This design comes from an exercise in tuning for small area, a short achievable clock period and few clock cycles per item on the open sky130 flow, not from production work.
The RTL was checked by simulation tests, not by an equivalence proof against the original design.
No activity file was given, so power comes from the tool's default toggle rates.

==> flow/design.v <==
`default_nettype none
package cvl_pkg;
   localparam int COMMAND_W   = 2;
   localparam int VALUE_W     = 32;
   localparam int STATUS_W    = 2;
   localparam int INDEX_OUT_W = 7;
   localparam int OCC_OUT_W   = 8;
   localparam int GROUP_SIZE  = 16;
   localparam int LOC_W       = $clog2(GROUP_SIZE);
   typedef enum logic [COMMAND_W-1:0] {
      CMD_APPEND = 2'd0,
      CMD_DELETE = 2'd1,
      CMD_SEARCH = 2'd2,
      CMD_MODIFY = 2'd3
   } cvl_cmd_type;
   typedef enum logic [STATUS_W-1:0] {
      ST_OK      = 2'd0,
      ST_FULL    = 2'd1,
      ST_EMPTY   = 2'd2,
      ST_NOMATCH = 2'd3
   } cvl_status_type;
   typedef enum logic [2:0] {
      S_IDLE,
      S_MATCH,
      S_GROUP,
      S_RESOLVE,
      S_COMMIT
   } cvl_state_type;
   typedef struct packed {
      logic load;
      logic match;
      logic group;
      logic resolve;
      logic commit;
   } cvl_ctrl_type;
endpackage
`default_nettype wire
`default_nettype none
`default_nettype wire
`default_nettype none
`default_nettype wire
`default_nettype none
module compacting_value_list
#(
   parameter int DEPTH = 128
) (
   input  logic                      clock,
   input  logic                      reset,
   input  logic                      req_valid,
   output logic                      req_ready,
   input  logic [cvl_pkg::COMMAND_W-1:0]      req_command,
   input  logic signed [cvl_pkg::VALUE_W-1:0] req_value,
   input  logic signed [cvl_pkg::VALUE_W-1:0] req_new_value,
   output logic                      rsp_valid,
   input  logic                      rsp_ready,
   output logic [cvl_pkg::STATUS_W-1:0]       rsp_status,
   output logic [cvl_pkg::INDEX_OUT_W-1:0]    rsp_match_index,
   output logic [cvl_pkg::OCC_OUT_W-1:0]      rsp_occupancy
);
   localparam int W      = cvl_pkg::VALUE_W;
   localparam int IDX_W  = $clog2(DEPTH);
   localparam int CNT_W  = $clog2(DEPTH + 1);
   localparam int LEVELS = $clog2(DEPTH);
   localparam int RES_W  = cvl_pkg::STATUS_W + IDX_W + CNT_W;
   localparam int QD     = 5;
   localparam int QC_W   = 3;
   logic                     c_valid;
   logic [1:0]               c_cmd;
   logic [W-1:0]             c_key;
   logic [W-1:0]             c_new;
   logic                     take;
   assign take = req_valid && req_ready;
   always_ff @(posedge clock) begin
      c_valid <= take && !reset;
      c_cmd   <= req_command;
      c_key   <= req_value;
      c_new   <= req_new_value;
   end
   logic                     p_valid;
   logic [1:0]               p_cmd;
   logic [W-1:0]             p_key;
   logic [W-1:0]             p_wdata;    
   logic [DEPTH-1:0]         p_match;    
   logic                     p_same;     
   logic                     p_eqw;      
   logic                     b_valid;
   logic [1:0]               b_cmd;
   logic [W-1:0]             b_wdata;
   logic [DEPTH-1:0]         b_pre;      
   logic [W-1:0]             entries [DEPTH];
   logic [CNT_W-1:0]         count;
   logic                     is_app, is_del, is_mod;
   logic                     full, empty, app_ok;
   logic [DEPTH-1:0]         first;      
   logic                     hit;
   logic [DEPTH-1:0]         shift;      
   logic [DEPTH-1:0]         write;      
   logic [DEPTH-1:0]         at_count;   
   logic [DEPTH-1:0]         below;      
   assign is_app = b_valid && (b_cmd == cvl_pkg::CMD_APPEND);
   assign is_del = b_valid && (b_cmd == cvl_pkg::CMD_DELETE);
   assign is_mod = b_valid && (b_cmd == cvl_pkg::CMD_MODIFY);
   assign full   = count[CNT_W-1];
   assign empty  = (count == '0);
   assign app_ok = is_app && !full;
   always_comb begin
      for (int j = 0; j < DEPTH; j++) begin
         at_count[j] = (count[IDX_W-1:0] == IDX_W'(j)) && !full;
         below[j]    = (CNT_W'(j) < count);
      end
   end
   assign hit   = b_pre[DEPTH-1];
   assign first = b_pre & ~{b_pre[DEPTH-2:0], 1'b0};
   assign shift = {DEPTH{is_del}} & b_pre;
   assign write = ({DEPTH{app_ok}} & at_count) | ({DEPTH{is_mod}} & first);
   logic [DEPTH:0]           raw;
   logic                     c_eq_b;     
   logic [DEPTH-1:0]         match_next;
   always_comb begin
      for (int j = 0; j < DEPTH; j++) begin
         raw[j] = (entries[j] == c_key) && below[j];
      end
      raw[DEPTH] = 1'b0;
   end
   assign c_eq_b = (c_key == b_wdata);
   always_comb begin
      for (int j = 0; j < DEPTH; j++) begin
         match_next[j] = (shift[j] & raw[j+1]) | (write[j] & c_eq_b)
                       | (~(shift[j] | write[j]) & raw[j]);
      end
   end
   always_ff @(posedge clock) begin
      p_valid <= c_valid && !reset;
      p_cmd   <= c_cmd;
      p_key   <= c_key;
      p_wdata <= (c_cmd == cvl_pkg::CMD_MODIFY) ? c_new : c_key;
      p_match <= match_next;
      p_same  <= (c_key == p_key);
      p_eqw   <= (c_key == p_wdata);
   end
   logic                     kill;
   logic [DEPTH-1:0]         masked;
   assign kill   = p_same && (is_del || is_mod);
   assign masked = p_match & ~({DEPTH{kill}} & first);
   logic [DEPTH-1:0] sk [LEVELS+1];
   assign sk[0] = masked;
   for (genvar l = 0; l < LEVELS; l++) begin : g_sk
      for (genvar j = 0; j < DEPTH; j++) begin : g_bit
         if (((j >> l) & 1) == 1) begin : g_op
            assign sk[l+1][j] = sk[l][j] | sk[l][((j >> l) << l) - 1];
         end else begin : g_pass
            assign sk[l+1][j] = sk[l][j];
         end
      end
   end
   logic [DEPTH:0]           pm;
   logic [DEPTH-1:0]         at_or_above_count;
   logic [DEPTH-1:0]         pre_next;
   assign pm = {sk[LEVELS][DEPTH-1], sk[LEVELS]};
   always_comb begin
      for (int j = 0; j < DEPTH; j++) begin
         at_or_above_count[j] = !below[j];
      end
   end
   always_comb begin
      for (int j = 0; j < DEPTH; j++) begin
         if (app_ok) begin
            pre_next[j] = pm[j] | (p_eqw & at_or_above_count[j]);
         end else if (is_del && b_pre[j]) begin
            pre_next[j] = pm[j+1];
         end else if (is_mod && b_pre[j]) begin
            pre_next[j] = pm[j] | p_eqw;
         end else begin
            pre_next[j] = pm[j];
         end
      end
   end
   always_ff @(posedge clock) begin
      b_valid <= p_valid && !reset;
      b_cmd   <= p_cmd;
      b_wdata <= p_wdata;
      b_pre   <= pre_next;
   end
   for (genvar j = 0; j < DEPTH; j++) begin : g_cell
      logic [W-1:0] upper;
      if (j < DEPTH - 1) begin : g_upper
         assign upper = entries[j+1];
      end else begin : g_top
         assign upper = entries[j];
      end
      always_ff @(posedge clock) begin
         entries[j] <= ({W{shift[j]}} & upper) | ({W{write[j]}} & b_wdata)
                     | ({W{~(shift[j] | write[j])}} & entries[j]);
      end
   end
   always_ff @(posedge clock) begin
      if (reset) begin
         count <= '0;
      end else if (app_ok) begin
         count <= count + 1'b1;
      end else if (is_del && hit) begin
         count <= count - 1'b1;
      end
   end
   logic [1:0]               res_status;
   logic [IDX_W-1:0]         res_index;
   logic [IDX_W-1:0]         first_index;
   logic [CNT_W-1:0]         res_occ;
   always_comb begin
      first_index = '0;
      for (int j = 0; j < DEPTH; j++) begin
         if (first[j]) first_index = first_index | IDX_W'(j);
      end
   end
   always_comb begin
      res_status = cvl_pkg::ST_OK;
      res_index  = '0;
      res_occ    = count;
      if (b_cmd == cvl_pkg::CMD_APPEND) begin
         if (full) begin
            res_status = cvl_pkg::ST_FULL;
         end else begin
            res_index = count[IDX_W-1:0];
            res_occ   = count + 1'b1;
         end
      end else if (empty) begin
         res_status = cvl_pkg::ST_EMPTY;
      end else if (!hit) begin
         res_status = cvl_pkg::ST_NOMATCH;
      end else begin
         res_index = first_index;
         if (b_cmd == cvl_pkg::CMD_DELETE) res_occ = count - 1'b1;
      end
   end
   logic [RES_W-1:0]         q [QD];
   logic [QC_W-1:0]          q_count;
   logic                     pop, push;
   logic [QC_W-1:0]          wr_pos;
   logic [RES_W-1:0]         res;
   assign res    = {res_status, res_index, res_occ};
   assign pop    = (q_count != '0) && rsp_ready;
   assign push   = b_valid;
   assign wr_pos = q_count - QC_W'(pop);
   for (genvar i = 0; i < QD; i++) begin : g_q
      logic [RES_W-1:0] above;
      if (i < QD - 1) begin : g_above
         assign above = q[i+1];
      end else begin : g_last
         assign above = q[i];
      end
      always_ff @(posedge clock) begin
         if (push && (wr_pos == QC_W'(i))) begin
            q[i] <= res;
         end else if (pop) begin
            q[i] <= above;
         end
      end
   end
   always_ff @(posedge clock) begin
      if (reset) begin
         q_count <= '0;
      end else begin
         q_count <= q_count + QC_W'(push) - QC_W'(pop);
      end
   end
   assign req_ready = (QC_W'(c_valid) + QC_W'(p_valid) + QC_W'(b_valid) + q_count)
                      < QC_W'(QD);
   assign rsp_valid       = (q_count != '0);
   assign rsp_status      = q[0][RES_W-1 -: 2];
   assign rsp_match_index = q[0][CNT_W +: IDX_W];
   assign rsp_occupancy   = q[0][CNT_W-1:0];
endmodule
`default_nettype wire
==> flow/run.sh <==
#!/bin/bash
# synth_recipe.tcl (not shown) runs the flow's synth.tcl, then flattens the netlist and writes it again
# the make line also repeats each setting of config.mk as NAME=value (left out here)
make -C /OpenROAD-flow-scripts/flow DESIGN_CONFIG=/design/flow/config.mk WORK_HOME=/design/flow/orfs CLKGATE_MAP_FILE= SYNTH_SCRIPT=/design/flow/synth_recipe.tcl finish
==> flow/config.mk <==
export PLATFORM = sky130hd
export DESIGN_NAME = compacting_value_list
export DESIGN_NICKNAME = compacting_value_list
export VERILOG_FILES = /design/flow/design.v
export SDC_FILE = /design/flow/constraint.sdc
export NUM_CORES = 4
export LEC_CHECK = 0
export CAP_MARGIN = 20
export CORE_MARGIN = 2
export CORE_UTILIZATION = 25
export PLACE_DENSITY = 0.3
export SLEW_MARGIN = 20
==> flow/constraint.sdc <==
create_clock -name core_clock -period 6.0 [get_ports {clock}]
set_input_delay 1.2000 -clock core_clock [delete_from_list [all_inputs] [get_ports {clock}]]
set_output_delay 1.2000 -clock core_clock [all_outputs]
set_load 0.01 [all_outputs]
==> results.py, run 1 <==
metrics = {
    "status": {
        "status": "no timing/DRC/antenna violations",
    },
    "hold_path": {
        "hp-class": "register to register",
        "min_from": "p_wdata[25]",
        "hold_depth": 0,
        "hold_end": "b_wdata[25]",
    },
    "sta": {
        "fin_skew_ns": 0.08451,
        "drv_slew": 0,
        "hold_viol": 0,
        "rsz0062_at_grt": "false",
        "fin_setup_tns_ns": 0,
        "relSlewSlack": 0.1123,
        "worst_slew_pin_slew_ns": 1.319,
        "fmax_mhz": 174.1,
        "setup_viol": 0,
        "period_minus_slack_ns": 5.743,
        "finalCritPeriodShare": 0.9572,
    },
    "power": {
        "p_per_area_nw_per_um2": 289.0,
        "ir_worst_vdd_mv": 0.3110,
        "total_leakage_power_nw": 108.4,
    },
    "clock_tree": {
        "cts_sinks": 4619,
        "cts_hold_buf": 0,
        "cts_resized": 0,
        "worstSkewPairLatency_ns": 1.17,
        "clk_pin_slew_ns": 0.06,
        "htree_num_levels": 6,
        "cts_buffer_depth": 4,
        "cts_buffers": 614,
        "cts_setup_buffers": 0,
        "cts_root_buf": "clkbuf_16",
        "cts_tree": "done",
    },
    "layout": {
        "area_delta_synth_final_pct": 17.04,
        "utilization": 0.2934,
        "num-nets-final": 26370,
        "fillers": 95360,
        "drive_gt1_frac": 0.09130,
    },
    "detailed_routing": {
        "wl_per_cell_um": 35.61,
        "vias": 205800,
        "ant_nets": 0,
        "drc": 0,
        "wirelength_um": 1375000,
        "avgViaCountPerCell": 5.331,
        "drt-initial-drc-count": 21420,
        "firstDrtPassIters": 7,
    },
    "floorplanning": {
        "ioPinCount": 89,
        "dieWidth_um": 947.1,
        "coreArea_um2": 887000,
        "row_count": 346,
        "die_h_um": 947.1,
        "die_area_um2": 897000,
        "initial_core_util": 0.2507,
    },
    "synth": {
        "synth_area_um2": 222400,
        "yosys_most_used_dff": "dfxtp_1",
        "yosysUniqueCellTypes": 81,
        "yosysWarnings": 4,
        "yosys.area.top_type": "dfxtp_1",
        "ys_seq_area_frac": 0.4197,
        "netlist.area_leader.share": 0.4082,
        "synth.area.top_cells": "dfxtp_1, nand2_1, a22oi_1",
        "synth_edf_count": 85,
        "synth-seq-cells": 4619,
        "synthesis.instances": 26970,
        "synthArstFlopShare": 0,
        "syn_avg_cell_area_um2": 8.244,
    },
    "setup_path": {
        "critPathMaxFanout": 32,
        "crit_family": "simple AND/OR/NAND/NOR gates",
        "r2r_slack_ns": 0.26,
        "crit_path_start_kind": "register",
        "reg2reg_depth": 10,
        "crit_path_frequent_cell": "buf_4",
        "max_stage_delay_ns": 1.16,
        "crit-reg2reg-capture": "b_pre[126]",
        "cp-end-kind": "register",
        "critical_path.slowest_cell": "nor4_1",
        "r2r_start": "b_valid",
        "crit_type": "register to register",
        "critPathBufInv": 3,
        "cp_data_required_time_ns": 6.97,
        "worst-endpoint-arrival_ns": 6.72,
        "cp_cell_sequence": "nand3_4 -> buf_4 -> o21ai_0 -> nand4_1 -> nor4_1 -> nand4_2 -> buf_4 -> nor4b_4 -> buf_4 -> nand3_1",
        "startpoint": "b_valid",
    },
    "grt": {
        "grt_pass1_vias": 201200,
        "antenna_found_initial": 107,
        "grt_max_degree": 93,
        "grt_pass1_wl_um": 1854000,
        "grt_overflow_total": 0,
        "grt_usage": 0.2935,
    },
    "placement": {
        "port_buffers": 88,
        "gp_congestion": 0.8944,
        "dp_hpwl_um": 966100,
    },
    "job": {
        "cap_viol_max_count": 0,
    },
}
## worst register-to-register path: stages, from the launching register on
cell     delay (ns)
dfxtp_1        0.89
nand3_4        0.63
buf_4          0.43
o21ai_0        0.30
nand4_1        0.38
nor4_1         1.17
nand4_2        0.40
buf_4          0.30
nor4b_4        0.31
buf_4          0.54
nand3_1        0.23
## stage by stage
step	cells	power, mW	worst slack (ns)	hold slack, ns	cell area, µm²
finish	38610	75.21	0.2565	0.3467	260200
global route	38590	77.23	0.4492	0.3585	260200
CTS	38580	75.95	0.6108	0.3516	260100
detailed placement	37500	38.27	0.6630	0.3448	240200
global placement	37490	38.29	0.6391	0.3427	240000
floorplan	26970	34.61	1.943	0.3096	222400
## cells in the mapped netlist (all sizes together) (86+ instances only)
library cell / n
nand3: 120
a22oi: 4107
o211ai: 144
a221o: 86
buf: 364
mux2: 121
nand2b: 133
nor4: 629
o22ai: 134
xnor2: 2318
and2: 162
xor2: 1890
nor3: 151
nand2: 8355
nor2: 239
a21oi: 110
dfxtp: 4534
nand4: 751
o21ai: 196
clkbuf: 2020
## power by group
part           total [mW]  switching (mW)  internal, mW
combinational        5.91            4.44          1.47
clock                37.6            16.1          21.4
sequential           31.7           0.597          31.1
## routing by layer
metal  share of wire  track usage  wire [µm]
met1            0.47       0.4182     644900
met2            0.44       0.4616     608100
met3           0.053      0.03727      73380
met4           0.035      0.08850      48270
met5         0.00010            0        138
## cells in the final DEF, fill, tap and decap left out, drive strengths merged, types with 151 or more instances in the layout
cell type and count:
and2 162, buf 987, nor2 239, dfxtp 4534, nand4 751, xor2 1890, nand2 8355, nor3 151
o21ai 196, xnor2 2318, a22oi 4107, clkbuf 913, nor4 629
## layout make-up
cell class,count,area [µm²],area share
clock buffers,913,17800,0.06840
multi-input cells,19940,121900,0.4685
diodes,29,72.57,0.0002789
inverters,32,127.6,0.0004904
well taps,11830,14800,0.05689
clock inverters,170,2085,0.008010
flip-flops and latches,4619,93570,0.3595
repair buffers,1075,9854,0.03787
## kinds of logic (layout without fill, tap and decap cells)
group	count (synthesis)	count (layout)	share of synthesized area
and+or+nand+nor	10690	10690	0.2035
AOI/OAI and AO/OA	4902	4902	0.1628
DFF	4619	4619	0.4197
xor gates and xnor gates	4208	4208	0.1658
buffers and inverters	2416	2190	0.04112
muxes	122	122	0.006173
adders and majority gates	15	15	0.0009453
other	0	29	0
## how the worst max path moves through the flow
stage                             to  slack, ns  depth (start not counted)
final                     b_pre[126]       0.26                         10
after CTS                 b_pre[103]       0.61                         10
after global routing      b_pre[102]       0.45                         10
after floorplan              q[4][0]       1.94                          6
after global placement    b_pre[112]       0.64                         10
after detailed placement  b_pre[126]       0.66                         10
## flip-flops by register name, indices dropped and copies added, names as in the netlist, 8 cells and up
| register | cells |
|---|---|
| p_wdata | 32 |
| b_pre | 128 |
| entries | 4096 |
| count | 8 |
| p_key | 32 |
| p_match | 128 |
| c_new | 32 |
| c_key | 32 |
| q | 85 |
| b_wdata | 32 |
Testbench counts, summed over its fixed seeds: cycles 4,832, items 4,800.
==> run 2: changes to the inputs <==
--- a/flow/design.v
+++ b/flow/design.v
@@ -83,6 +83,7 @@
    logic [DEPTH-1:0]         p_match;    
-   logic                     p_same;     
    logic                     p_eqw;      
+   logic                     p_kill;     
    logic                     b_valid;
    logic [1:0]               b_cmd;
+   logic                     b_app, b_del, b_mod;    
    logic [W-1:0]             b_wdata;
@@ -91,2 +92,3 @@
    logic [CNT_W-1:0]         count;
+   logic [DEPTH-1:0]         held;       
    logic                     is_app, is_del, is_mod;
@@ -99,14 +101,10 @@
    logic [DEPTH-1:0]         below;      
-   assign is_app = b_valid && (b_cmd == cvl_pkg::CMD_APPEND);
-   assign is_del = b_valid && (b_cmd == cvl_pkg::CMD_DELETE);
-   assign is_mod = b_valid && (b_cmd == cvl_pkg::CMD_MODIFY);
-   assign full   = count[CNT_W-1];
-   assign empty  = (count == '0);
+   assign is_app = b_app;
+   assign is_del = b_del;
+   assign is_mod = b_mod;
+   assign full   = held[DEPTH-1];
+   assign empty  = !held[0];
    assign app_ok = is_app && !full;
-   always_comb begin
-      for (int j = 0; j < DEPTH; j++) begin
-         at_count[j] = (count[IDX_W-1:0] == IDX_W'(j)) && !full;
-         below[j]    = (CNT_W'(j) < count);
-      end
-   end
+   assign below    = held;
+   assign at_count = held ^ {held[DEPTH-2:0], 1'b1};
    assign hit   = b_pre[DEPTH-1];
@@ -137,4 +135,5 @@
       p_match <= match_next;
-      p_same  <= (c_key == p_key);
       p_eqw   <= (c_key == p_wdata);
+      p_kill  <= (c_key == p_key) && p_valid
+                 && ((p_cmd == cvl_pkg::CMD_DELETE) || (p_cmd == cvl_pkg::CMD_MODIFY));
    end
@@ -142,3 +141,3 @@
    logic [DEPTH-1:0]         masked;
-   assign kill   = p_same && (is_del || is_mod);
+   assign kill   = p_kill;
    assign masked = p_match & ~({DEPTH{kill}} & first);
@@ -180,2 +179,5 @@
       b_cmd   <= p_cmd;
+      b_app   <= p_valid && !reset && (p_cmd == cvl_pkg::CMD_APPEND);
+      b_del   <= p_valid && !reset && (p_cmd == cvl_pkg::CMD_DELETE);
+      b_mod   <= p_valid && !reset && (p_cmd == cvl_pkg::CMD_MODIFY);
       b_wdata <= p_wdata;
@@ -197,2 +199,9 @@
       if (reset) begin
+         held <= '0;
+      end else begin
+         held <= (shift & {1'b0, held[DEPTH-1:1]}) | (~shift & (held | write));
+      end
+   end
+   always_ff @(posedge clock) begin
+      if (reset) begin
          count <= '0;
@@ -209,5 +218,9 @@
    always_comb begin
-      first_index = '0;
-      for (int j = 0; j < DEPTH; j++) begin
-         if (first[j]) first_index = first_index | IDX_W'(j);
+      for (int k = 0; k < IDX_W; k++) begin
+         first_index[k] = 1'b0;
+         for (int m = 0; m < (DEPTH >> (k + 1)); m++) begin
+            first_index[k] = first_index[k]
+               | (!b_pre[(m << (k + 1)) + (1 << k) - 1]
+                  && b_pre[((m + 1) << (k + 1)) - 1]);
+         end
       end
@@ -265,4 +278,15 @@
    end
-   assign req_ready = (QC_W'(c_valid) + QC_W'(p_valid) + QC_W'(b_valid) + q_count)
-                      < QC_W'(QD);
+   logic [QC_W-1:0]          in_flight, in_flight_next;
+   logic                     ready_ff;
+   assign in_flight_next = in_flight + QC_W'(take) - QC_W'(pop);
+   always_ff @(posedge clock) begin
+      if (reset) begin
+         in_flight <= '0;
+         ready_ff  <= 1'b1;
+      end else begin
+         in_flight <= in_flight_next;
+         ready_ff  <= (in_flight_next < QC_W'(QD));
+      end
+   end
+   assign req_ready = ready_ff;
    assign rsp_valid       = (q_count != '0);
--- a/flow/config.mk
+++ b/flow/config.mk
@@ -7,6 +7,8 @@
 export LEC_CHECK = 0
+export ABC_CLOCK_PERIOD_IN_PS = 2500
 export CAP_MARGIN = 20
 export CORE_MARGIN = 2
-export CORE_UTILIZATION = 25
-export PLACE_DENSITY = 0.3
+export CORE_UTILIZATION = 35
+export PLACE_DENSITY = 0.45
+export SETUP_SLACK_MARGIN = 3.5
 export SLEW_MARGIN = 20
==> results.py, run 2 <==
metrics = {
    "power": {
        "ir_worst_vdd_mv": 0.3048,
        "p_per_area_nw_per_um2": 272.1,
        "total_leakage_power_nw": 129.2,
    },
    "layout": {
        "largest_reg_flops": 4096,
        "num-nets-final": 27950,
        "area_delta_synth_final_pct": 23.25,
        "top_register": "entries",
        "most-common-layout-cells": "nand2_1, dfxtp_1, a22oi_1",
        "final_common_cell": "nand2_1",
        "drive_gt1_frac": 0.1395,
    },
    "detailed_routing": {
        "wl_per_cell_um": 36.35,
        "routed-wl-met2_um": 563900,
        "firstDrtPassIters": 7,
        "drt-initial-drc-count": 31680,
        "wl_met3_um": 147700,
        "avgViaCountPerCell": 6.088,
        "ant_nets": 0,
        "vias": 225300,
        "wirelength_um": 1345000,
        "drc": 0,
        "wl_met1_um": 529000,
        "routed.top_layer": "met5",
    },
    "clock_tree": {
        "cts_sinks": 4754,
        "cts_root_buf": "clkbuf_16",
        "worstSkewPairLatency_ns": 1.17,
        "htree_num_levels": 6,
        "cts_hold_buf": 0,
        "cts_tree": "done",
        "clk_pin_slew_ns": 0.06,
        "cts_buffer_depth": 4,
        "cts_buffers": 574,
    },
    "setup_path": {
        "cp.depth": 6,
        "r2r_start": "b_pre[67]",
        "r2r_slack_ns": 2.71,
        "max_stage_delay_ns": 0.94,
        "worst-endpoint-arrival_ns": 4.19,
        "cp-end-kind": "register",
        "startpoint": "b_pre[67]",
        "critPathMaxFanout": 6,
        "crit_path_frequent_cell": "nor4_4",
        "critPathBufInv": 0,
        "crit_path_end": "q[0][8]",
        "crit-reg2reg-capture": "q[0][8]",
        "crit_family": "simple AND/OR/NAND/NOR gates",
        "critical_path.slowest_cell": "nor4_4",
        "cp_data_required_time_ns": 6.90,
        "reg2reg_depth": 6,
        "cp_cell_sequence": "nor2b_4 -> nor4_4 -> nand4_1 -> nor4_4 -> o21ai_4 -> mux2_4",
        "crit_path_start_kind": "register",
        "crit_type": "register to register",
    },
    "grt": {
        "grt_overflow_total": 0,
        "grt_pass1_vias": 206600,
        "antenna_found_initial": 63,
        "grt_usage": 0.3815,
        "grt_max_degree": 126,
        "grt_pass1_wl_um": 1786000,
    },
    "sta": {
        "hold_viol": 0,
        "finalCritPeriodShare": 0.5486,
        "rsz0062_at_grt": "true",
        "drv_slew": 0,
        "fmax_mhz": 303.8,
        "setup_slack_ns": 2.708,
        "period_minus_slack_ns": 3.292,
        "fin_skew_ns": 0.06774,
        "setup_viol": 0,
        "relSlewSlack": 0.04349,
        "fin_setup_tns_ns": 0,
        "worst_slew_pin_slew_ns": 1.435,
    },
    "synth": {
        "yosysUniqueCellTypes": 90,
        "synth_area_um2": 228500,
        "ys_seq_area_frac": 0.4203,
        "yosys.area.top_type": "dfxtp_1",
        "synth.area.top_cells": "dfxtp_1, xor2_1, nand2_1",
        "netlist.area_leader.share": 0.4091,
        "synthTopCellsByCount": "nand2_1, dfxtp_1, a22oi_1",
        "synthArstFlopShare": 0,
        "syn_avg_cell_area_um2": 8.216,
        "synth.most_common_cell": "nand2_1",
        "yosysWarnings": 4,
        "yosys_most_used_dff": "dfxtp_1",
        "synth-seq-cells": 4754,
        "synth_edf_count": 85,
        "synthesis.instances": 27810,
    },
    "floorplanning": {
        "dieWidth_um": 811.9,
        "die_h_um": 811.9,
        "ioPinCount": 89,
        "die_area_um2": 659200,
        "row_count": 296,
        "coreArea_um2": 650000,
        "initial_core_util": 0.3515,
    },
    "job": {
        "cap_viol_max_count": 0,
    },
    "placement": {
        "gp_congestion": 0.9312,
        "dp_slack_ns": 1.354,
        "port_buffers": 88,
        "dp_hpwl_um": 761200,
    },
    "hold_path": {
        "hold_depth": 0,
        "hp-class": "register to register",
    },
    "status": {
        "status": "no timing/DRC/antenna violations",
    },
}
==> run 2: cell types whose count changed in the layout (fill, tap and decap cells not counted), moves of 186 or more <==
cell     delta
nand4_1   -563
buf_12    +230
buf_16    +186
xnor2_1  -1940
nor4_2    +220
buf_6     +223
xor2_1   +2027
==> run 2: cells by family (layout without fill, tap and decap cells) <==
logic type      count (synthesis)  after routing  share of synthesized area
simple gates                11040          11080                     0.2041
compound gates               4933           4933                     0.1613
flops                        4754           4754                     0.4203
xor+xnor                     4321           4321                     0.1657
buf+inv                      2672           3153                    0.04436
mux                            73             73                   0.003593
fa+ha+maj                      11             11                  0.0006682
other cells                     0             37                          0
==> run 2: area by class of cell <==
type | instances | area (µm²)
antenna | 37 | 92.59
clock buffer | 876 | 17090
clock inverter | 154 | 1640
fill | 64830 | 368400
inverter | 196 | 845.8
multi-input combinational | 20410 | 129100
sequential | 4754 | 96390
tap | 8642 | 10810
timing repair buffer | 1924 | 25570
timing repair inverter | 3 | 36.28
==> run 2: routing by layer <==
layer  vias up  global-route usage
met5         -                   0
met4        44              0.2325
met3      3551             0.09259
met2     13740              0.5692
met1    112500              0.4969
li1      95420                   -
==> run 2: worst min path at each step <==
stage           startpoint           to
2_1_floorplan     c_key[0]     p_key[0]
3_3_place_gp    p_wdata[4]   b_wdata[4]
3_5_place_dp    p_wdata[8]   b_wdata[8]
4_1_cts         p_wdata[8]   b_wdata[8]
5_1_grt         p_wdata[8]   b_wdata[8]
6_report       p_wdata[16]  b_wdata[16]
==> run 2: report_power, final <==
group	switching (mW)	total (mW)	internal [mW]
combinational	5.75	8.16	2.41
sequential	0.444	32.5	32.1
clock	15.3	35.9	20.6
==> run 2: timing repair <==
item | 4_1_cts | 5_1_grt
pin swaps | 214 | 274
cloned | 139 | 43
resized for setup | 1523 | 689
setup endpoints to repair | 4618 | 1293
endpoints found under the hold margin | 0 | 0
setup buffers | 569 | 383
==> run 2: metrics by stage <==
stage	utilization	cell area [µm²]	cells	power, mW	hold slack (ns)
after floorplan	-	228700	27810	35.70	0.3290
after global placement	0.3672	238700	34790	38.78	0.3428
after detailed placement	0.3673	238800	34800	38.78	0.3467
after CTS	0.4212	273800	36540	75.67	0.3568
after global routing	0.4331	281500	36970	77.81	0.3674
final	0.4332	281600	37000	76.63	0.3512
==> run 2: worst register-to-register path, cell delays in order (launching register included) <==
cell and delay [ns]:
dfxtp_4 0.40, nor2b_4 0.19, nor4_4 0.51, nand4_1 0.53, nor4_4 0.94, o21ai_4 0.19
mux2_4 0.32
Testbench counts of run 2, summed over its fixed seeds: cycles 4,832, items 4,800.
==> run 3: changes to the inputs <==
--- a/flow/design.v
+++ b/flow/design.v
@@ -64,3 +64,3 @@
    localparam int RES_W  = cvl_pkg::STATUS_W + IDX_W + CNT_W;
-   localparam int QD     = 5;
+   localparam int QD     = 6;
    localparam int QC_W   = 3;
@@ -252,5 +252,12 @@
    logic [RES_W-1:0]         res;
-   assign res    = {res_status, res_index, res_occ};
-   assign pop    = (q_count != '0) && rsp_ready;
-   assign push   = b_valid;
+   logic                     r_valid;
+   logic [RES_W-1:0]         r_res;
+   logic                     q_nonempty;
+   always_ff @(posedge clock) begin
+      r_valid <= b_valid && !reset;
+      r_res   <= {res_status, res_index, res_occ};
+   end
+   assign res    = r_res;
+   assign pop    = q_nonempty && rsp_ready;
+   assign push   = r_valid;
    assign wr_pos = q_count - QC_W'(pop);
@@ -271,7 +278,11 @@
    end
+   logic [QC_W-1:0]          q_count_next;
+   assign q_count_next = q_count + QC_W'(push) - QC_W'(pop);
    always_ff @(posedge clock) begin
       if (reset) begin
-         q_count <= '0;
+         q_count    <= '0;
+         q_nonempty <= 1'b0;
       end else begin
-         q_count <= q_count + QC_W'(push) - QC_W'(pop);
+         q_count    <= q_count_next;
+         q_nonempty <= (q_count_next != '0);
       end
@@ -291,3 +302,3 @@
    assign req_ready = ready_ff;
-   assign rsp_valid       = (q_count != '0);
+   assign rsp_valid       = q_nonempty;
    assign rsp_status      = q[0][RES_W-1 -: 2];
--- a/flow/config.mk
+++ b/flow/config.mk
@@ -10,4 +10,6 @@
 export CORE_MARGIN = 2
-export CORE_UTILIZATION = 35
-export PLACE_DENSITY = 0.45
+export CORE_UTILIZATION = 45
+export CTS_CLUSTER_DIAMETER = 80
+export CTS_CLUSTER_SIZE = 20
+export PLACE_DENSITY = 0.55
 export SETUP_SLACK_MARGIN = 3.5
==> results.py, run 3 <==
metrics = {
    "status": {
        "status": "no timing/DRC/antenna violations",
    },
    "floorplanning": {
        "initial_core_util": 0.4513,
        "row_count": 262,
        "die_h_um": 718.3,
        "die_area_um2": 515900,
        "dieWidth_um": 718.3,
        "coreArea_um2": 508800,
        "ioPinCount": 89,
    },
    "synth": {
        "yosysUniqueCellTypes": 83,
        "yosys_most_used_dff": "dfxtp_1",
        "synth-seq-cells": 4790,
        "netlist.area_leader.share": 0.4088,
        "synth_edf_count": 102,
        "yosysWarnings": 4,
        "synth.most_common_cell": "nand2_1",
        "ys_seq_area_frac": 0.4221,
        "synthesis.instances": 27830,
        "yosys.area.top_type": "dfxtp_1",
        "synth.area.top_cells": "dfxtp_1, nand2_1, a22oi_1",
        "synthTopCellsByCount": "nand2_1, dfxtp_1, a22oi_1",
        "synthArstFlopShare": 0,
        "synth_area_um2": 229600,
        "syn_avg_cell_area_um2": 8.249,
    },
    "clock_tree": {
        "htree_num_levels": 5,
        "worstSkewPairLatency_ns": 1.07,
        "clk_pin_slew_ns": 0.10,
        "cts_tree": "done",
        "cts_sinks": 4790,
        "cts_buffer_depth": 4,
        "cts_root_buf": "clkbuf_16",
        "cts_buffers": 304,
    },
    "placement": {
        "gp_congestion": 0.9799,
        "port_buffers": 88,
        "dp_hpwl_um": 710500,
    },
    "hold_path": {
        "hold_end": "b_wdata[24]",
        "hp-class": "register to register",
        "min_from": "p_wdata[24]",
        "hold_depth": 0,
    },
    "setup_path": {
        "crit_path_start_kind": "register",
        "critPathBufInv": 6,
        "cp_data_required_time_ns": 6.93,
        "reg2reg_depth": 12,
        "crit_type": "register to register",
        "r2r_start": "p_kill",
        "r2r_slack_ns": 2.84,
        "cp_cell_sequence": "buf_12 -> buf_6 -> nand3b_4 -> a22o_1 -> or4b_4 -> or4_4 -> nor3_4 -> buf_12 -> buf_8 -> buf_12 -> buf_16 -> nand3_2",
        "cp-end-kind": "register",
        "max_stage_delay_ns": 0.61,
        "crit_family": "simple AND/OR/NAND/NOR gates",
        "crit-reg2reg-capture": "b_pre[114]",
        "critPathMaxFanout": 7,
        "critical_path.slowest_cell": "or4b_4",
        "crit_path_frequent_cell": "buf_12",
        "worst-endpoint-arrival_ns": 4.09,
    },
    "detailed_routing": {
        "firstDrtPassIters": 7,
        "drc": 0,
        "vias": 219600,
        "wirelength_um": 1161000,
        "avgViaCountPerCell": 6.422,
        "drt-initial-drc-count": 32590,
        "wl_per_cell_um": 33.97,
        "ant_nets": 0,
    },
    "sta": {
        "worst_slew_pin_slew_ns": 1.360,
        "fmax_mhz": 316.0,
        "rsz0062_at_grt": "true",
        "finalCritPeriodShare": 0.5275,
        "setup_viol": 0,
        "period_minus_slack_ns": 3.165,
        "drv_slew": 0,
        "hold_viol": 0,
        "fin_setup_tns_ns": 0,
        "relSlewSlack": 0.09304,
        "fin_skew_ns": 0.08124,
    },
    "layout": {
        "num-nets-final": 27340,
        "drive_gt1_frac": 0.1068,
        "largest_reg_flops": 4096,
        "area_delta_synth_final_pct": 14.43,
        "top_register": "entries",
        "most-common-layout-cells": "nand2_1, dfxtp_1, a22oi_1",
        "utilization": 0.5164,
        "final_common_cell": "nand2_1",
    },
    "grt": {
        "grt_pass1_wl_um": 1591000,
        "grt_max_degree": 83,
        "grt_pass1_vias": 198800,
        "antenna_found_initial": 78,
        "grt_overflow_total": 0,
        "grt_usage": 0.4250,
    },
    "job": {
        "cap_viol_max_count": 0,
    },
    "power": {
        "ir_worst_vdd_mv": 0.2545,
        "total_leakage_power_nw": 119.0,
        "p_per_area_nw_per_um2": 243.0,
    },
}
==> run 3: cell types whose count changed after synthesis, sizes merged, moves of 106 or more <==
cell,delta
xnor2,+608
nand4,+158
nor3,-118
xor2,-609
and2,-119
and3,+106
==> run 3: worst max path at each step <==
stage,end,slack (ns),cells after the start,startpoint
global placement,p_kill,1.34,6,c_key[31]
detailed placement,b_pre[84],1.98,6,b_pre[69]
global route,b_pre[92],2.85,12,p_kill
floorplan,q[1][10],2.97,8,rsp_ready
CTS,b_pre[120],2.91,12,p_kill
finish,b_pre[114],2.84,12,p_kill
==> run 3: logic make-up (layout without fill, tap and decap cells) <==
kind of cell / count (synthesis) / in the layout / share of synthesized area
AO/OA/AOI/OAI: 4913 / 4913 / 0.1602
AND/OR/NAND/NOR: 10980 / 11000 / 0.2019
other: 0 / 58 / 0
adder cells (fa/ha/maj): 11 / 11 / 0.0006649
buffers and inverters: 2701 / 2246 / 0.04449
XOR/XNOR: 4320 / 4320 / 0.1648
multiplexers: 118 / 118 / 0.005782
flip-flops: 4790 / 4790 / 0.4221
==> run 3: cell type report <==
cell class / count / area, µm²
Antenna cell: 58 / 145.1
Clock buffer: 363 / 8193
Clock inverter: 87 / 1146
Fill cell: 48360 / 246100
Inverter: 212 / 852.1
Multi-Input combinational cell: 20360 / 127500
Sequential cell: 4790 / 97220
Tap cell: 6732 / 8423
Timing Repair Buffer: 1583 / 19180
Timing Repair inverter: 1 / 8.758
==> run 3: where the power goes <==
part / leakage, nW / internal, mW / switching, mW
clock network: 4.56 / 10.5 / 12.6
registers: 38.8 / 32.6 / 0.875
logic: 75.6 / 2.20 / 5.13
==> run 3: repair_timing <==
action / 4_1_cts / 5_1_grt
gates cloned: 112 / 15
hold buffers: 0 / 0
resized for setup: 937 / 259
pin swaps: 130 / 74
buffers inserted: 412 / 173
endpoints found under the setup margin: 4540 / 1439
==> run 3: per-stage QoR <==
| stage | setup slack (ns) | hold slack [ns] | area (µm²) | instances | total power [mW] |
|---|---|---|---|---|---|
| 4_1_cts | 2.912 | 0.3454 | 259500 | 33940 | 63.23 |
| 3_5_place_dp | 1.976 | 0.3452 | 238600 | 32970 | 40.06 |
| 3_3_place_gp | 1.344 | 0.3424 | 238500 | 32970 | 40.02 |
| 6_report | 2.835 | 0.3447 | 262700 | 34190 | 63.85 |
| 5_1_grt | 2.847 | 0.3439 | 262600 | 34150 | 64.93 |
| 2_1_floorplan | 2.969 | 0.3290 | 230500 | 27830 | 36.98 |
==> run 3: routing by layer <==
| layer | global-route usage | share of wire | vias to the layer above |
|---|---|---|---|
| li1 | - | - | 94040 |
| met1 | 0.5616 | 0.38 | 107000 |
| met2 | 0.6083 | 0.41 | 14960 |
| met3 | 0.1099 | 0.13 | 3494 |
| met4 | 0.2844 | 0.084 | 34 |
| met5 | 0.0006472 | 0.00023 | - |
Testbench counts of run 3, summed over its fixed seeds: cycles 4,840, items 4,800.
==> run 4: changes to the inputs <==
--- a/flow/design.v
+++ b/flow/design.v
@@ -40,2 +40,67 @@
 `default_nettype none
+module cvl_nor4
+(
+   input  logic a,
+   input  logic b,
+   input  logic c,
+   input  logic d,
+   output logic y
+);
+   assign y = ~(a | b | c | d);
+endmodule
+module cvl_nand4
+(
+   input  logic a,
+   input  logic b,
+   input  logic c,
+   input  logic d,
+   output logic y
+);
+   assign y = ~(a & b & c & d);
+endmodule
+module cvl_nand2
+(
+   input  logic a,
+   input  logic b,
+   output logic y
+);
+   assign y = ~(a & b);
+endmodule
+module cvl_prefix_or128
+(
+   input  logic [127:0] x,
+   output logic [127:0] y
+);
+   logic [127:0] n1;    
+   logic [127:0] p2;    
+   logic [127:0] n3;    
+   for (genvar j = 0; j < 128; j++) begin : g_bit
+      cvl_nor4 u_l1 (
+         .a (x[j]),
+         .b ((j >= 1) ? x[(j >= 1) ? j - 1 : 0] : 1'b0),
+         .c ((j >= 2) ? x[(j >= 2) ? j - 2 : 0] : 1'b0),
+         .d ((j >= 3) ? x[(j >= 3) ? j - 3 : 0] : 1'b0),
+         .y (n1[j])
+      );
+      cvl_nand4 u_l2 (
+         .a (n1[j]),
+         .b ((j >= 4)  ? n1[(j >= 4)  ? j - 4  : 0] : 1'b1),
+         .c ((j >= 8)  ? n1[(j >= 8)  ? j - 8  : 0] : 1'b1),
+         .d ((j >= 12) ? n1[(j >= 12) ? j - 12 : 0] : 1'b1),
+         .y (p2[j])
+      );
+      cvl_nor4 u_l3 (
+         .a (p2[j]),
+         .b ((j >= 16) ? p2[(j >= 16) ? j - 16 : 0] : 1'b0),
+         .c ((j >= 32) ? p2[(j >= 32) ? j - 32 : 0] : 1'b0),
+         .d ((j >= 48) ? p2[(j >= 48) ? j - 48 : 0] : 1'b0),
+         .y (n3[j])
+      );
+      cvl_nand2 u_l4 (
+         .a (n3[j]),
+         .b ((j >= 64) ? n3[(j >= 64) ? j - 64 : 0] : 1'b1),
+         .y (y[j])
+      );
+   end
+endmodule
 `default_nettype wire
@@ -62,3 +127,2 @@
    localparam int CNT_W  = $clog2(DEPTH + 1);
-   localparam int LEVELS = $clog2(DEPTH);
    localparam int RES_W  = cvl_pkg::STATUS_W + IDX_W + CNT_W;
@@ -69,10 +133,30 @@
    logic [W-1:0]             c_key;
-   logic [W-1:0]             c_new;
+   logic [W-1:0]             c_wdata;    
+   logic                     c_eqw;      
+   logic                     c_eqb;      
+   logic                     c_wait;     
    logic                     take;
-   assign take = req_valid && req_ready;
+   logic                     same_key;   
+   assign take     = req_valid && req_ready;
+   assign same_key = take && c_valid && (req_value == c_key)
+                     && ((c_cmd == cvl_pkg::CMD_DELETE) || (c_cmd == cvl_pkg::CMD_MODIFY));
+   always_ff @(posedge clock) begin
+      if (reset) begin
+         c_valid <= 1'b0;
+         c_wait  <= 1'b0;
+      end else begin
+         c_valid <= take || c_wait;
+         c_wait  <= same_key;
+      end
+   end
    always_ff @(posedge clock) begin
-      c_valid <= take && !reset;
-      c_cmd   <= req_command;
-      c_key   <= req_value;
-      c_new   <= req_new_value;
+      if (!c_wait) begin
+         c_cmd   <= req_command;
+         c_key   <= req_value;
+         c_wdata <= (req_command == cvl_pkg::CMD_MODIFY) ? req_new_value : req_value;
+         c_eqw   <= (req_value == c_wdata);
+         c_eqb   <= (req_value == p_wdata);
+      end else begin
+         c_eqb   <= c_eqw;
+      end
    end
@@ -80,3 +164,2 @@
    logic [1:0]               p_cmd;
-   logic [W-1:0]             p_key;
    logic [W-1:0]             p_wdata;    
@@ -84,3 +167,2 @@
    logic                     p_eqw;      
-   logic                     p_kill;     
    logic                     b_valid;
@@ -114,3 +196,2 @@
    logic [DEPTH:0]           raw;
-   logic                     c_eq_b;     
    logic [DEPTH-1:0]         match_next;
@@ -122,6 +203,5 @@
    end
-   assign c_eq_b = (c_key == b_wdata);
    always_comb begin
       for (int j = 0; j < DEPTH; j++) begin
-         match_next[j] = (shift[j] & raw[j+1]) | (write[j] & c_eq_b)
+         match_next[j] = (shift[j] & raw[j+1]) | (write[j] & c_eqb)
                        | (~(shift[j] | write[j]) & raw[j]);
@@ -130,26 +210,13 @@
    always_ff @(posedge clock) begin
-      p_valid <= c_valid && !reset;
+      p_valid <= c_valid && !c_wait && !reset;
       p_cmd   <= c_cmd;
-      p_key   <= c_key;
-      p_wdata <= (c_cmd == cvl_pkg::CMD_MODIFY) ? c_new : c_key;
+      p_wdata <= c_wdata;
       p_match <= match_next;
-      p_eqw   <= (c_key == p_wdata);
-      p_kill  <= (c_key == p_key) && p_valid
-                 && ((p_cmd == cvl_pkg::CMD_DELETE) || (p_cmd == cvl_pkg::CMD_MODIFY));
-   end
-   logic                     kill;
-   logic [DEPTH-1:0]         masked;
-   assign kill   = p_kill;
-   assign masked = p_match & ~({DEPTH{kill}} & first);
-   logic [DEPTH-1:0] sk [LEVELS+1];
-   assign sk[0] = masked;
-   for (genvar l = 0; l < LEVELS; l++) begin : g_sk
-      for (genvar j = 0; j < DEPTH; j++) begin : g_bit
-         if (((j >> l) & 1) == 1) begin : g_op
-            assign sk[l+1][j] = sk[l][j] | sk[l][((j >> l) << l) - 1];
-         end else begin : g_pass
-            assign sk[l+1][j] = sk[l][j];
-         end
-      end
+      p_eqw   <= c_eqw;
    end
+   logic [DEPTH-1:0]         pm_tree;
+   cvl_prefix_or128 u_prefix (
+      .x (p_match),
+      .y (pm_tree)
+   );
    logic [DEPTH:0]           pm;
@@ -157,3 +224,3 @@
    logic [DEPTH-1:0]         pre_next;
-   assign pm = {sk[LEVELS][DEPTH-1], sk[LEVELS]};
+   assign pm = {pm_tree[DEPTH-1], pm_tree};
    always_comb begin
@@ -298,3 +365,3 @@
          in_flight <= in_flight_next;
-         ready_ff  <= (in_flight_next < QC_W'(QD));
+         ready_ff  <= (in_flight_next < QC_W'(QD)) && !same_key;
       end
--- a/flow/config.mk
+++ b/flow/config.mk
@@ -7,3 +7,2 @@
 export LEC_CHECK = 0
-export ABC_CLOCK_PERIOD_IN_PS = 2500
 export CAP_MARGIN = 20
@@ -14,3 +13,4 @@
 export PLACE_DENSITY = 0.55
-export SETUP_SLACK_MARGIN = 3.5
+export SETUP_SLACK_MARGIN = 3.2
 export SLEW_MARGIN = 20
+export SYNTH_HIERARCHICAL = 1
==> results.py, run 4 <==
metrics = {
    "sta": {
        "fin_skew_ns": 0.07469,
        "fmax_mhz": 313.3,
        "fin_setup_tns_ns": 0,
        "worst_slew_pin_slew_ns": 1.206,
        "period_minus_slack_ns": 3.192,
        "hold_viol": 0,
        "rsz0062_at_grt": "true",
        "drv_slew": 0,
        "relSlewSlack": 0.1961,
        "finalCritPeriodShare": 0.5320,
        "setup_viol": 0,
        "setup_slack_ns": 2.808,
    },
    "synth": {
        "synthArstFlopShare": 0,
        "syn_avg_cell_area_um2": 8.366,
        "synthesis.instances": 28060,
        "synth.most_common_cell": "nand2_1",
        "netlist.area_leader.share": 0.3915,
        "yosysWarnings": 9,
        "yosysUniqueCellTypes": 70,
        "yosys_most_used_dff": "dfxtp_1",
        "synth.area.top_cells": "dfxtp_1, nand2_1, xnor2_1",
        "ys_seq_area_frac": 0.4132,
        "synth_edf_count": 169,
        "synth-seq-cells": 4760,
        "synthTopCellsByCount": "nand2_1, dfxtp_1, a22oi_1",
        "synth_area_um2": 234700,
        "yosys.area.top_type": "dfxtp_1",
    },
    "detailed_routing": {
        "drc": 0,
        "drt-initial-drc-count": 35650,
        "firstDrtPassIters": 9,
        "vias": 225400,
        "ant_nets": 0,
        "wl_per_cell_um": 36.08,
        "wirelength_um": 1250000,
        "avgViaCountPerCell": 6.505,
    },
    "setup_path": {
        "cp_data_required_time_ns": 6.90,
        "max_stage_delay_ns": 0.50,
        "crit_family": "simple AND/OR/NAND/NOR gates",
        "critical_path.slowest_cell": "edfxtp_1",
        "critPathMaxFanout": 42,
        "cp-end-kind": "register",
        "cp_cell_sequence": "buf_4 -> buf_16 -> xor2_1 -> nor4_1 -> nand4_1 -> nor3_2 -> a221o_2",
        "worst-endpoint-arrival_ns": 4.09,
        "crit_path_start_kind": "register",
        "crit_type": "register to register",
        "critPathBufInv": 2,
    },
    "power": {
        "swShare": 0.3210,
        "p_seq_frac": 0.523,
        "p_per_area_nw_per_um2": 274.0,
        "total_power_mw": 71.68,
        "total_leakage_power_nw": 106.9,
        "ir_worst_vdd_mv": 0.2428,
        "intPower_mw": 48.67,
        "p_clk_frac": 0.325,
        "p_sw_mw": 23.01,
        "comb_power_share": 0.152,
    },
    "placement": {
        "gp_congestion": 1.019,
        "port_buffers": 88,
        "placed_area_um2": 242000,
        "dp_slack_ns": 1.645,
        "dp_hpwl_um": 784800,
    },
    "clock_tree": {
        "cts_tree": "done",
        "cts_root_buf": "clkbuf_16",
        "cts_buffers": 309,
        "cts_sinks": 4760,
        "htree_num_levels": 5,
        "cts_hold_buf": 0,
        "clk_pin_slew_ns": 0.09,
        "worstSkewPairLatency_ns": 1.09,
        "cts_buffer_depth": 4,
    },
    "grt": {
        "grt_use_met1": 0.5714,
        "grt_max_degree": 94,
        "top_usage_layer": "met2",
        "grt_overflow_total": 0,
        "grt_pass1_vias": 205300,
        "antenna_found_initial": 119,
        "grt_use_met3": 0.1198,
        "grt_usage": 0.4463,
        "grt_pass1_wl_um": 1681000,
        "met2_usage": 0.6520,
    },
    "floorplanning": {
        "die_area_um2": 527400,
        "initial_core_util": 0.4512,
        "coreArea_um2": 520200,
        "ioPinCount": 89,
        "row_count": 265,
        "die_h_um": 726.2,
        "dieWidth_um": 726.2,
    },
    "status": {
        "status": "no timing/DRC/antenna violations",
    },
    "layout": {
        "multi_input_area_um2": 129900,
        "top_register": "entries",
        "seq_area_um2": 97140,
        "num-nets-final": 27560,
        "fillers": 50410,
        "utilization": 0.5028,
        "fin_area_um2": 261600,
        "largest_reg_flops": 4096,
        "most-common-layout-cells": "nand2_1, dfxtp_1, a22oi_1",
        "area_delta_synth_final_pct": 11.44,
        "drive_gt1_frac": 0.09380,
        "final_common_cell": "nand2_1",
    },
    "hold_path": {
        "hp-class": "register to register",
    },
    "job": {
        "cap_viol_max_count": 0,
    },
}
==> run 4: cell types whose count changed after synthesis, sizes merged, moves of 149 or more <==
cell | previous run | this run
nor3 | 269 | 476
nor4 | 898 | 559
xnor2 | 993 | 3533
buf | 512 | 1143
xor2 | 3327 | 769
nor2 | 306 | 455
o21ai | 223 | 35
clkbuf | 1977 | 1278
nand4 | 346 | 1001
==> run 4: metal layers <==
layer / routed length, µm / up-vias
met1: 466700 / 110600
met5: 497 / -
met4: 107800 / 74
li1: - / 94870
met2: 514200 / 15590
met3: 161200 / 4272
==> run 4: power groups by stage <==
stage	sequential, mW	clock, mW	combinational (mW)
after floorplan	36.5	0	6.45
final	37.5	23.3	10.9
after global routing	37.6	24.3	11.3
after CTS	37.3	23.2	10.2
after global placement	38.1	0	9.55
after detailed placement	38.0	0	9.64
==> run 4: final cells by class <==
type                       instances  share of cell area
sequential                      4760              0.3714
inverter                         202            0.002980
clock buffer                     373             0.03167
timing repair buffer            1327             0.05876
tap                             6942             0.03321
clock inverter                   105            0.004807
antenna                           66           0.0006314
multi-input combinational      20880              0.4966
==> run 4: kinds of logic (layout without fill, tap and decap cells) <==
group / count (synthesis) / count (layout) / share of synthesized area
multiplexers: 118 / 118 / 0.005661
flip-flops: 4760 / 4760 / 0.4132
AND/OR/NAND/NOR: 11600 / 11610 / 0.2182
AO/OA/AOI/OAI: 4639 / 4645 / 0.1504
other: 2 / 256 / 0.00003199
adder cells (fa/ha/maj): 11 / 11 / 0.0006503
XOR/XNOR: 4302 / 4302 / 0.1605
buffers and inverters: 2623 / 2007 / 0.05138
==> run 4: final timing paths <==
kind                             startpoint  depth (start not counted)  slack [ns]          end
worst min register to register  p_wdata[26]                          0        0.36  b_wdata[26]
worst max register to register     c_key[1]                          7        2.81  p_match[46]
worst max-delay path               c_key[1]                          7        2.81  p_match[46]
worst min-delay path            p_wdata[26]                          0        0.36  b_wdata[26]
==> run 4: timing repair <==
item / 4_1_cts / 5_1_grt
resized for setup: 555 / 322
gates cloned: 52 / 21
setup endpoints to repair: 2095 / 661
pin swaps: 106 / 132
setup buffers: 231 / 185
==> run 4: stage by stage <==
stage / hold WS [ns] / cells
final: 0.3606 / 34650
after global routing: 0.3641 / 34610
after CTS: 0.3569 / 34380
after detailed placement: 0.3457 / 33620
after global placement: 0.3421 / 33620
after floorplan: 0.3233 / 28240
==> run 4: modules after synthesis, one instance, submodules excluded <==
module                 cells inside  flops+latches  copies in the design  area (µm²)
compacting_value_list         27540           4760                     1      230200
cvl_nand2                         1              0                   128       3.754
cvl_nand4                         1              0                   128       6.256
cvl_nor4                          1              0                   256       12.51
cvl_prefix_or128                  2              0                     1       7.507
Testbench counts of run 4, summed over its fixed seeds: cycles 4,841, items 4,800.
==> run 5: changes to the inputs <==
--- a/flow/design.v
+++ b/flow/design.v
@@ -107,2 +107,17 @@
 `default_nettype none
+module cvl_key_copy
+(
+   input  logic        clock,
+   input  logic        load,
+   input  logic [31:0] d,
+   output logic [31:0] q
+);
+   always_ff @(posedge clock) begin
+      if (load) begin
+         q <= d;
+      end
+   end
+endmodule
+`default_nettype wire
+`default_nettype none
 module compacting_value_list
@@ -132,3 +147,4 @@
    logic [1:0]               c_cmd;
-   logic [W-1:0]             c_key;
+   localparam int KEY_COPIES = 4;
+   logic [W-1:0]             c_key_copy [KEY_COPIES];
    logic [W-1:0]             c_wdata;    
@@ -140,3 +156,3 @@
    assign take     = req_valid && req_ready;
-   assign same_key = take && c_valid && (req_value == c_key)
+   assign same_key = take && c_valid && (req_value == c_key_copy[0])
                      && ((c_cmd == cvl_pkg::CMD_DELETE) || (c_cmd == cvl_pkg::CMD_MODIFY));
@@ -154,3 +170,2 @@
          c_cmd   <= req_command;
-         c_key   <= req_value;
          c_wdata <= (req_command == cvl_pkg::CMD_MODIFY) ? req_new_value : req_value;
@@ -197,5 +212,13 @@
    logic [DEPTH-1:0]         match_next;
+   for (genvar k = 0; k < KEY_COPIES; k++) begin : g_key
+      cvl_key_copy u_key (
+         .clock (clock),
+         .load  (!c_wait),
+         .d     (req_value),
+         .q     (c_key_copy[k])
+      );
+   end
    always_comb begin
       for (int j = 0; j < DEPTH; j++) begin
-         raw[j] = (entries[j] == c_key) && below[j];
+         raw[j] = (entries[j] == c_key_copy[j / (DEPTH / KEY_COPIES)]) && below[j];
       end
==> results.py, run 5 <==
metrics = {
    "status": {
        "status": "no timing/DRC/antenna violations",
    },
    "setup_path": {
        "critPathMaxFanout": 10,
        "reg2reg_depth": 7,
        "r2r_start": "g_key[1].u_key.q[8]",
        "worst-endpoint-arrival_ns": 3.94,
        "crit-reg2reg-capture": "p_match[41]",
        "crit_path_start_kind": "register",
        "cp-end-kind": "register",
        "cp_data_required_time_ns": 6.90,
        "startpoint": "g_key[1].u_key.q[8]",
        "crit_path_end": "p_match[41]",
        "r2r_slack_ns": 2.95,
        "crit_type": "register to register",
    },
    "sta": {
        "relSlewSlack": 0.1321,
        "period_minus_slack_ns": 3.046,
        "worst_slew_pin_slew_ns": 1.302,
        "rsz0062_at_grt": "true",
        "fin_setup_tns_ns": 0,
        "finalCritPeriodShare": 0.5077,
        "drv_slew": 0,
        "fmax_mhz": 328.3,
        "fin_skew_ns": 0.05866,
        "hold_viol": 0,
        "setup_viol": 0,
    },
    "synth": {
        "synth_area_um2": 237900,
        "ys_seq_area_frac": 0.4198,
        "synth.most_common_cell": "nand2_1",
        "synth_edf_count": 265,
        "synth-seq-cells": 4856,
        "synthTopCellsByCount": "nand2_1, dfxtp_1, a22oi_1",
        "yosys.area.top_type": "dfxtp_1",
        "yosysUniqueCellTypes": 77,
        "yosys_most_used_dff": "dfxtp_1",
        "netlist.area_leader.share": 0.3863,
        "synth.area.top_cells": "dfxtp_1, nand2_1, a22oi_1",
        "yosysWarnings": 13,
        "synthesis.instances": 28280,
        "syn_avg_cell_area_um2": 8.413,
        "synthArstFlopShare": 0,
    },
    "layout": {
        "area_delta_synth_final_pct": 11.49,
        "drive_gt1_frac": 0.1039,
        "fillers": 51260,
        "final_common_cell": "nand2_1",
        "num-nets-final": 27770,
        "seq_area_um2": 100000,
        "multi_input_area_um2": 130700,
        "top_register": "entries",
        "utilization": 0.5025,
        "most-common-layout-cells": "nand2_1, dfxtp_1, a22oi_1",
        "largest_reg_flops": 4096,
    },
    "detailed_routing": {
        "drt-initial-drc-count": 30580,
        "firstDrtPassIters": 9,
        "drc": 0,
        "avgViaCountPerCell": 6.315,
        "wl_per_cell_um": 33.66,
        "wirelength_um": 1176000,
        "ant_nets": 0,
        "vias": 220600,
    },
    "power": {
        "total_power_mw": 73.00,
        "ir_worst_vdd_mv": 0.2349,
        "total_leakage_power_nw": 108.7,
        "p_per_area_nw_per_um2": 275.2,
    },
    "floorplanning": {
        "ioPinCount": 89,
        "row_count": 267,
        "die_h_um": 731.1,
        "dieWidth_um": 731.1,
        "initial_core_util": 0.4507,
        "die_area_um2": 534500,
        "coreArea_um2": 527800,
    },
    "clock_tree": {
        "cts_buffers": 316,
        "cts_root_buf": "clkbuf_16",
        "worstSkewPairLatency_ns": 1.08,
        "cts_sinks": 4856,
        "htree_num_levels": 5,
        "cts_buffer_depth": 4,
        "cts_tree": "done",
        "clk_pin_slew_ns": 0.10,
    },
    "grt": {
        "grt_pass1_wl_um": 1616000,
        "grt_overflow_total": 0,
        "grt_max_degree": 97,
        "antenna_found_initial": 119,
        "grt_pass1_vias": 202900,
        "grt_usage": 0.4193,
    },
    "placement": {
        "dp_hpwl_um": 766400,
        "gp_congestion": 1.010,
        "port_buffers": 88,
    },
    "hold_path": {
        "hp-class": "register to register",
    },
    "job": {
        "cap_viol_max_count": 0,
    },
}
run 5: changes by cell type in the layout (fill, tap and decap cells not counted), moves of 55 or more:
| cell | before | now |
|---|---|---|
| and3_1 | 84 | 24 |
| buf_4 | 820 | 915 |
| edfxtp_1 | 169 | 265 |
| nand3_1 | 227 | 164 |
| nor2_1 | 324 | 440 |
| nor4_2 | 180 | 250 |
| nor4_4 | 148 | 93 |
| or4_4 | 0 | 60 |
| xnor2_1 | 3506 | 3301 |
| xor2_1 | 767 | 883 |
run 5: kinds of logic (layout without fill, tap and decap cells):
| kind of cell | Yosys count | after routing | synth area share |
|---|---|---|---|
| and+or+nand+nor | 11630 | 11640 | 0.2144 |
| DFF | 4856 | 4856 | 0.4198 |
| AOI/OAI and AO/OA | 4671 | 4671 | 0.1489 |
| xor gates and xnor gates | 4278 | 4278 | 0.1583 |
| buffers and inverters | 2717 | 2109 | 0.05240 |
| muxes | 117 | 117 | 0.005538 |
| adders and majority gates | 11 | 11 | 0.0006416 |
| other | 2 | 249 | 0.00003157 |
run 5: repair_timing:
action,in CTS,in global routing
setup buffers,269,188
hold buffers,0,0
resized for setup,628,340
gates cloned,35,9
setup endpoints to repair,3559,670
pin swaps,152,137
run 5: area by class of cell:
type,count,area share
Antenna cell,59,0.0005566
Clock buffer,388,0.03232
Clock inverter,117,0.005326
Inverter,202,0.003005
Multi-Input combinational cell,20910,0.4927
Sequential cell,4856,0.3771
Tap cell,6994,0.03299
Timing Repair Buffer,1402,0.05596
run 5: stage by stage:
step | setup slack (ns) | cells | hold WS (ns) | instance area (µm²)
after floorplan | 2.844 | 28470 | 0.3233 | 239000
after global placement | 1.174 | 33850 | 0.3466 | 245200
after detailed placement | 1.588 | 33860 | 0.3467 | 245400
after CTS | 3.036 | 34670 | 0.3545 | 261600
after global routing | 3.039 | 34890 | 0.3656 | 265200
final | 2.954 | 34930 | 0.3589 | 265200
run 5: power breakdown:
group / internal (mW) / switching (mW) / total (mW)
clock network: 10.9 / 13.2 / 24.1
logic: 4.04 / 6.62 / 10.7
registers: 35.0 / 3.27 / 38.2
total: 49.9 / 23.1 / 73.0
run 5: critical path, cell delays in order, from the launching register on:
cell      delay, ns
edfxtp_1       0.44
buf_12         0.18
buf_6          0.18
xor2_1         0.18
nor4_2         0.55
nand4_1        0.16
or4_4          0.60
o221ai_4       0.54
run 5: how the worst min path moves through the flow:
stage	from	endpoint	slack, ns	cells past startpoint
final	p_wdata[28]	b_wdata[28]	0.36	0
after global routing	p_wdata[30]	b_wdata[30]	0.37	0
after CTS	p_wdata[30]	b_wdata[30]	0.35	0
after detailed placement	p_wdata[13]	b_wdata[13]	0.35	0
after global placement	p_wdata[12]	b_wdata[12]	0.35	0
after floorplan	c_cmd[1]	p_cmd[1]	0.32	0
run 5: routing by layer:
metal	GRT usage	vias to the layer above	share of wire
li1	-	95510	-
met1	0.5522	108200	0.39
met2	0.6111	13400	0.41
met3	0.1098	3387	0.12
met4	0.2596	66	0.077
met5	0	-	0.00033
run 5: per-module statistics from Yosys, one instance, submodules excluded:
module | cells | copies in the design | area [µm²] | flops+latches
cvl_prefix_or128 | 2 | 1 | 7.507 | 0
compacting_value_list | 27640 | 1 | 229600 | 4728
cvl_nand4 | 1 | 128 | 6.256 | 0
cvl_nand2 | 1 | 128 | 3.754 | 0
cvl_key_copy | 32 | 4 | 960.9 | 32
cvl_nor4 | 1 | 256 | 12.51 | 0
Testbench counts of run 5, summed over its fixed seeds: cycles 4,841, items 4,800.

-- re-timing with driven ports --
The results above use ideal ports. As a check the final layouts listed here were re-extracted and re-timed, cells and wires unchanged. Step 1 (the two cells are an assumption about what drives the block):
set clk [get_ports {clock}]
set_driving_cell -lib_cell sky130_fd_sc_hd__clkbuf_16 $clk
set_driving_cell -lib_cell sky130_fd_sc_hd__buf_2 [delete_from_list [all_inputs] $clk]
Step 2 also shifts input and output timing later by t, the mid clock arrival at the registers, as if the neighbouring blocks saw the same clock. a / b / c = ideal ports / drivers / drivers and shift; a / b = the first two.
| run | t, ns | setup WS [ns] | worst setup path after step 2 | pins driven straight from the clock port |
|---|---|---|---|---|
| run 1 | 1.272 | 0.257 / 0.257 / 0.257 | register to register | 1 |
| run 2 | 1.292 | 2.708 / 2.646 / 2.291 | input to register | 1 |
| run 3 | 1.153 | 2.835 / 2.835 / 2.738 | input to register | 1 |
| run 4 | 1.178 | 2.808 / 2.808 / 2.079 | input to register | 1 |
| run 5 | 1.174 | 2.954 / 2.954 / 2.111 | input to register | 1 |
After both steps every run listed still meets setup and hold. For run 5, which loses most, drivers alone change the setup slack by 0.000 ns; drivers and shift together by -0.843 ns.
